Context: an optimization exercise on an open-source flow, tuned for small area, a short achievable clock period and few clock cycles per item. The choices shown serve that exercise and are no tape-out recipe.
In this exercise RTL edits were held to simulation tests only and were not proved equivalent to the original.
Power is estimated from default activity; no workload was simulated.

## job 102
// three_band_equalizer
module three_band_equalizer
(
  input  logic                  clk,
  input  logic                  rst_n,
  input  logic                  in_valid,
  output logic                  in_ready,
  input  logic signed [15:0]    in_sample,
  input  logic                  in_block_start,
  output logic                  out_valid,
  input  logic                  out_ready,
  output logic signed [15:0]    out_sample,
  output logic                  out_clipped,
  input  logic                  cfg_valid,
  output logic                  cfg_ready,
  input  logic [tbeq_pkg::CFG_IDX_W-1:0]  cfg_index,
  input  logic [tbeq_pkg::CFG_DATA_W-1:0] cfg_data
);
  logic        load, hi_ph, q_we;
  logic [11:0] tv;
  logic [2:0]  q_wa, q_ra;
  assign cfg_ready = 1'b1;
  tbeq_ctrl u_ctrl (
    .clk       (clk),
    .rst_n     (rst_n),
    .in_valid  (in_valid),
    .in_ready  (in_ready),
    .out_valid (out_valid),
    .out_ready (out_ready),
  ...
clock: 11.0 ns
lec_check: 0
cap_margin: 20
core_margin: 2
core_utilization: 40
setup_slack_margin: 5
slew_margin: 20
run.sh (not shown) runs the stock make flow with config.mk's settings and CLKGATE_MAP_FILE= SYNTH_SCRIPT=/design/flow/synth_recipe.tcl, a recipe that flattens the netlist after the stock synthesis.
Testbench counts of job 102, summed over its fixed seeds: cycles 8,296, items 4,096.
> inputs changed (job 102 -> job 105)
--- a/flow/design.v
+++ b/flow/design.v
@@ -143,21 +143,21 @@
     dg_one_r <= hi_ph ? lc_one : hc_one;
     dg_two_r <= hi_ph ? lc_two : hc_two;
     dg_neg_r <= hi_ph ? lc_neg : hc_neg;
   end
   logic [23:0] pole_r [4];
   logic [24:0] dif_r  [4];
-  logic [27:0] sa_r   [4];
-  logic [27:0] sb_r   [4];
+  logic [27:0] sg_r   [4];
+  logic [27:0] sx_r   [4];
   logic [3:0]  cy_r;
   logic [23:0] pn     [4];
   for (genvar i = 0; i < 4; i++) begin : g_unit
     logic        a_v, a_bs, d_bs;
     logic [8:0]  one, two, neg;
     logic [23:0] p;
-    logic [27:0] sa, sb;
+    logic [27:0] sg, sx;
     logic        cy;
     logic [27:0] t;
     logic        t_co;
     logic signed [23:0] s, q;
     logic [24:0]        dif;
     logic               dif_co;
@@ -166,26 +166,26 @@
     assign d_bs = tb_r[2*i] || tb_r[2*i+1];
     assign one = dg_one_r & {9{a_v}};
     assign two = dg_two_r & {9{a_v}};
     assign neg = dg_neg_r & {9{a_v}};
     assign p   = a_bs ? 24'd0 : pole_r[i];
     tbeq_pole_a u_a (.d(dif_r[i]), .p(p), .one(one), .two(two), .neg(neg),
-                     .sa(sa), .sb(sb), .cy(cy));
-    tbeq_add #(.W(28), .L(5)) u_b (.a(sa_r[i]), .b(sb_r[i]), .ci(cy_r[i]), .s(t), .co(t_co));
+                     .sg(sg), .sx(sx), .cy(cy));
+    tbeq_addgp #(.W(28), .L(5)) u_b (.gi(sg_r[i]), .xi(sx_r[i]), .ci(cy_r[i]), .s(t), .co(t_co));
     assign pn[i] = (t[27:23] == 5'b00000 || t[27:23] == 5'b11111) ? t[23:0] :
                    t[27] ? 24'h800000 : 24'h7fffff;
     assign q = d_bs ? 24'd0 : pn[i];
     tbeq_add #(.W(25), .L(5)) u_d (.a({s[23], s}), .b(~{q[23], q}), .ci(1'b1), .s(dif), .co(dif_co));
     if (i == 0) begin : g_src0
       assign s = {x_r, 8'd0};
     end else begin : g_srcn
       assign s = pn[i-1];
     end
     always_ff @(posedge clk) begin
-      sa_r[i]   <= sa;
-      sb_r[i]   <= sb;
+      sg_r[i]   <= sg;
+      sx_r[i]   <= sx;
       cy_r[i]   <= cy;
       pole_r[i] <= pn[i];
       dif_r[i]  <= dif;
     end
   end
   logic [8:0]  a_one, a_two, a_neg, b_one, b_two, b_neg, c_one, c_two, c_neg;
@@ -285,21 +285,56 @@
   for (genvar i = 0; i < W; i++) begin : g_car
     assign c[i+1] = g[L][i] | (p[L][i] & ci);
   end
   assign s  = x ^ c[W-1:0];
   assign co = c[W];
 endmodule
+module tbeq_addgp
+#(
+  parameter int W = 8,
+  parameter int L = 3           
+) (
+  input  logic [W-1:0] gi,
+  input  logic [W-1:0] xi,
+  input  logic         ci,
+  output logic [W-1:0] s,
+  output logic         co
+);
+  logic [W-1:0] g [L+1];
+  logic [W-1:0] p [L+1];
+  logic [W:0]   c;
+  assign g[0] = gi;
+  assign p[0] = xi;
+  for (genvar l = 0; l < L; l++) begin : g_lvl
+    for (genvar i = 0; i < W; i++) begin : g_bit
+      if (((i >> l) & 1) == 1) begin : g_op
+        localparam int J = ((i >> l) << l) - 1;
+        assign g[l+1][i] = g[l][i] | (p[l][i] & g[l][J]);
+        assign p[l+1][i] = p[l][i] & p[l][J];
+      end else begin : g_pass
+        assign g[l+1][i] = g[l][i];
+        assign p[l+1][i] = p[l][i];
+      end
+    end
+  end
+  assign c[0] = ci;
+  for (genvar i = 0; i < W; i++) begin : g_car
+    assign c[i+1] = g[L][i] | (p[L][i] & ci);
+  end
+  assign s  = xi ^ c[W-1:0];
+  assign co = c[W];
+endmodule
 module tbeq_pole_a
 (
   input  logic [24:0] d,
   input  logic [23:0] p,
   input  logic [8:0]  one,
   input  logic [8:0]  two,
   input  logic [8:0]  neg,
-  output logic [27:0] sa,
-  output logic [27:0] sb,
+  output logic [27:0] sg,        
+  output logic [27:0] sx,        
   output logic        cy
 );
   logic [43:0] ra, rb;
   logic [15:0] lo;
   wire pa0 = neg[8] ^ p[0];
   wire pa1 = pa0 ^ (((one[0] & d[16]) | (two[0] & d[15])) ^ neg[0]);
@@ -926,14 +961,14 @@
   wire pa622 = pa403 ^ (((one[8] & d[24]) | (two[8] & d[23])) ^ neg[8]);
   wire pa623 = pa622 ^ pa509;
   wire pa624 = (pa403 & (((one[8] & d[24]) | (two[8] & d[23])) ^ neg[8])) | (pa622 & pa509);
   assign ra = {1'b1, 1'b1, ~(((one[8] & d[24]) | (two[8] & d[24])) ^ neg[8]), pa621, pa620, pa615, pa612, pa611, pa606, pa603, pa600, pa597, pa596, pa591, pa588, pa585, pa582, pa579, pa576, pa573, pa570, pa567, pa564, pa561, pa558, pa555, pa552, pa549, pa546, pa543, pa540, pa537, pa534, pa531, pa528, pa525, pa522, pa519, pa516, pa513, pa511, ((one[1] & d[0]) ^ neg[1]), (((one[0] & d[1]) | (two[0] & d[0])) ^ neg[0]), neg[0]};
   assign rb = {1'b0, 1'b0, pa624, pa623, pa618, pa617, pa614, pa609, pa608, pa605, pa602, pa599, pa594, pa593, pa590, pa587, pa584, pa581, pa578, pa575, pa572, pa569, pa566, pa563, pa560, pa557, pa554, pa551, pa548, pa545, pa542, pa539, pa536, pa533, pa530, pa527, pa524, pa521, pa518, pa515, pa512, pa510, 1'b0, ((one[0] & d[0]) ^ neg[0])};
   tbeq_add #(.W(16), .L(4)) u_lo (.a(ra[15:0]), .b(rb[15:0]), .ci(1'b0), .s(lo), .co(cy));
-  assign sa = ra[43:16];
-  assign sb = rb[43:16];
+  assign sg = ra[43:16] & rb[43:16];
+  assign sx = ra[43:16] ^ rb[43:16];
 endmodule
 module tbeq_gain
 (
   input  logic [23:0] m,
   input  logic [15:0] d,
   input  logic [43:0] fa,
--- outcome ---
- Between job 102 and job 105, the flow reports average detailed-routed wire length per instance increasing by a few percent.
- [compare] base=job 102 new=job 105: wire length reported by the detailed router up 1.7%; number of cells traversed by the worst register-to-register path down 16%; final period demand of the worst path down 0.60 ns; relative max-transition margin down 6.0 points.
Testbench counts of job 105, summed over its fixed seeds: cycles 8,296, items 4,096.

* * *

Setup of old:
three_band_equalizer, a different RTL version from the one above (not shown whole).
For scale: about 920 flip-flops, ~0.089 mm^2 of cells after synthesis.
make LEC_CHECK=0 CAP_MARGIN=20 CORE_MARGIN=2 CORE_UTILIZATION=40 SETUP_SLACK_MARGIN=5 SLEW_MARGIN=20 finish   # period 11.0 ns
old finished all stages; the layout is clean.
Testbench counts of old, summed over its fixed seeds: cycles 8,296, items 4,096.
What new does differently from old at the input level:
--- a/flow/design.v
+++ b/flow/design.v
@@ -128,53 +128,51 @@
       x_r    <= sample_in;
       h1_r   <= x_r;
       h2_r   <= h1_r;
       d_r[0] <= (!bs_in && hcnt_r == 2'd3) ? h2_r : 16'sd0;
     end
     if (!hi_ph) begin
       for (int i = 1; i < 5; i++) d_r[i] <= d_r[i-1];
     end
     tb_r <= {tb_r[7:0], load && bs_in};
   end
   logic [8:0] lc_one, lc_two, lc_neg, hc_one, hc_two, hc_neg;
-  logic [8:0] dg_one_r, dg_two_r, dg_neg_r;
+  logic [8:0] dg_one, dg_two, dg_neg;
   tbeq_booth #(.SIGNED(1'b0)) u_enc_lc (.b(low_coef_r),  .one(lc_one), .two(lc_two), .neg(lc_neg));
   tbeq_booth #(.SIGNED(1'b0)) u_enc_hc (.b(high_coef_r), .one(hc_one), .two(hc_two), .neg(hc_neg));
-  always_ff @(posedge clk) begin
-    dg_one_r <= hi_ph ? lc_one : hc_one;
-    dg_two_r <= hi_ph ? lc_two : hc_two;
-    dg_neg_r <= hi_ph ? lc_neg : hc_neg;
-  end
+  assign dg_one = hi_ph ? hc_one : lc_one;
+  assign dg_two = hi_ph ? hc_two : lc_two;
+  assign dg_neg = hi_ph ? hc_neg : lc_neg;
   logic [23:0] pole_r [4];
   logic [24:0] dif_r  [4];
   logic [25:0] sg_r   [4];
   logic [25:0] sx_r   [4];
   logic [3:0]  cy_r;
   logic [23:0] pn     [4];
   for (genvar i = 0; i < 4; i++) begin : g_unit
     logic        a_v, a_bs, d_bs;
     logic [8:0]  one, two, neg;
     logic [23:0] p;
     logic [25:0] sg, sx;
     logic        cy;
     logic [25:0] t;
     logic        t_co;
     logic signed [23:0] s, q;
     logic [24:0]        dif;
     logic               dif_co;
     assign a_v  = tv[2*i+1] || tv[2*i+2];
     assign a_bs = tb_r[2*i+1] || tb_r[2*i+2];
     assign d_bs = tb_r[2*i] || tb_r[2*i+1];
-    assign one = dg_one_r & {9{a_v}};
-    assign two = dg_two_r & {9{a_v}};
-    assign neg = dg_neg_r & {9{a_v}};
+    assign one = dg_one & {9{a_v}};
+    assign two = dg_two & {9{a_v}};
+    assign neg = dg_neg & {9{a_v}};
     assign p   = a_bs ? 24'd0 : pole_r[i];
     tbeq_pole_a u_a (.d(dif_r[i]), .p(p), .one(one), .two(two), .neg(neg),
                      .sg(sg), .sx(sx), .cy(cy));
     tbeq_addgp #(.W(26), .L(5)) u_b (.gi(sg_r[i]), .xi(sx_r[i]), .ci(cy_r[i]), .s(t), .co(t_co));
     assign pn[i] = (t[25:23] == 3'b000 || t[25:23] == 3'b111) ? t[23:0] :
                    t[25] ? 24'h800000 : 24'h7fffff;
     assign q = d_bs ? 24'd0 : pn[i];
     tbeq_add #(.W(25), .L(5)) u_d (.a({s[23], s}), .b(~{q[23], q}), .ci(1'b1), .s(dif), .co(dif_co));
     if (i == 0) begin : g_src0
       assign s = {x_r, 8'd0};
     end else begin : g_srcn
==> comparison <==
Looking at power across both flows, new is the stronger of the two, with old trailing. new reports its cell with the largest stage delay on the worst path as mux2i_1 while old reports o41a_1. Taking old as the reference, in new switching share of power has increased, routed wire length moved down, layout inverter count without the clock tree fell about 5%, die area saw a decrease. Going from old to new, the share of the final layout cell area in multi-input gates was found to have gone up by 0.72 points. Adder-cell area share of the yosys netlist was lower in the run labelled old. There was hardly any difference in via count between new and old. new has more setup slack than old. Changes observed in new relative to old: clock insertion delay at the later pin of the skew report dropped 0.07 ns; met2 layer wire length in the routed design has remained practically unchanged; post-synthesis share of cell area spent on xor and xnor gates increased by 0.43 points relative to the old numbers. Cmp new vs old: post-CTS setup buffer count lower in new. Termination of the worst setup path: u_datapath.cy_r[3]$_DFF_P_ -> new, u_datapath.dif_r[2][23]$_DFF_P_ -> old.
Testbench counts of new, summed over its fixed seeds: cycles 8,296, items 4,096.

==> afterwards: timing with drivers on the ports <==
No port has a modelled driver above. Below, the same layouts with a new extraction and two added sets of constraints. Step 1 sets driving cells, clkbuf_16 on the clock port and buf_2 on the other inputs (assumed; they add their load-dependent delay and slew). Step 2, shift: input delay + t, output delay - t, t = (earliest + latest rising clock arrival at the registers) / 2. This alone moves slack from input paths to output paths. Three values: ideal ports, drivers, drivers and shift; two values: the first two.
run	t (ns)	slack for setup (ns)	latest minus earliest clock arrival (ns)	slew at the worst register clock pin (ns)	pins driven straight from the clock port
job 102	0.854	4.409 / 4.409 / 4.409	0.094 / 0.094	0.07 / 0.07	1
job 105	0.825	5.006 / 5.006 / 5.006	0.050 / 0.049	0.07 / 0.07	1
old	0.879	5.138 / 5.138 / 5.138	0.082 / 0.083	0.08 / 0.08	1
new	0.823	5.263 / 5.263 / 5.263	0.048 / 0.048	0.07 / 0.07	1
After both steps setup and hold are still met in every run listed.
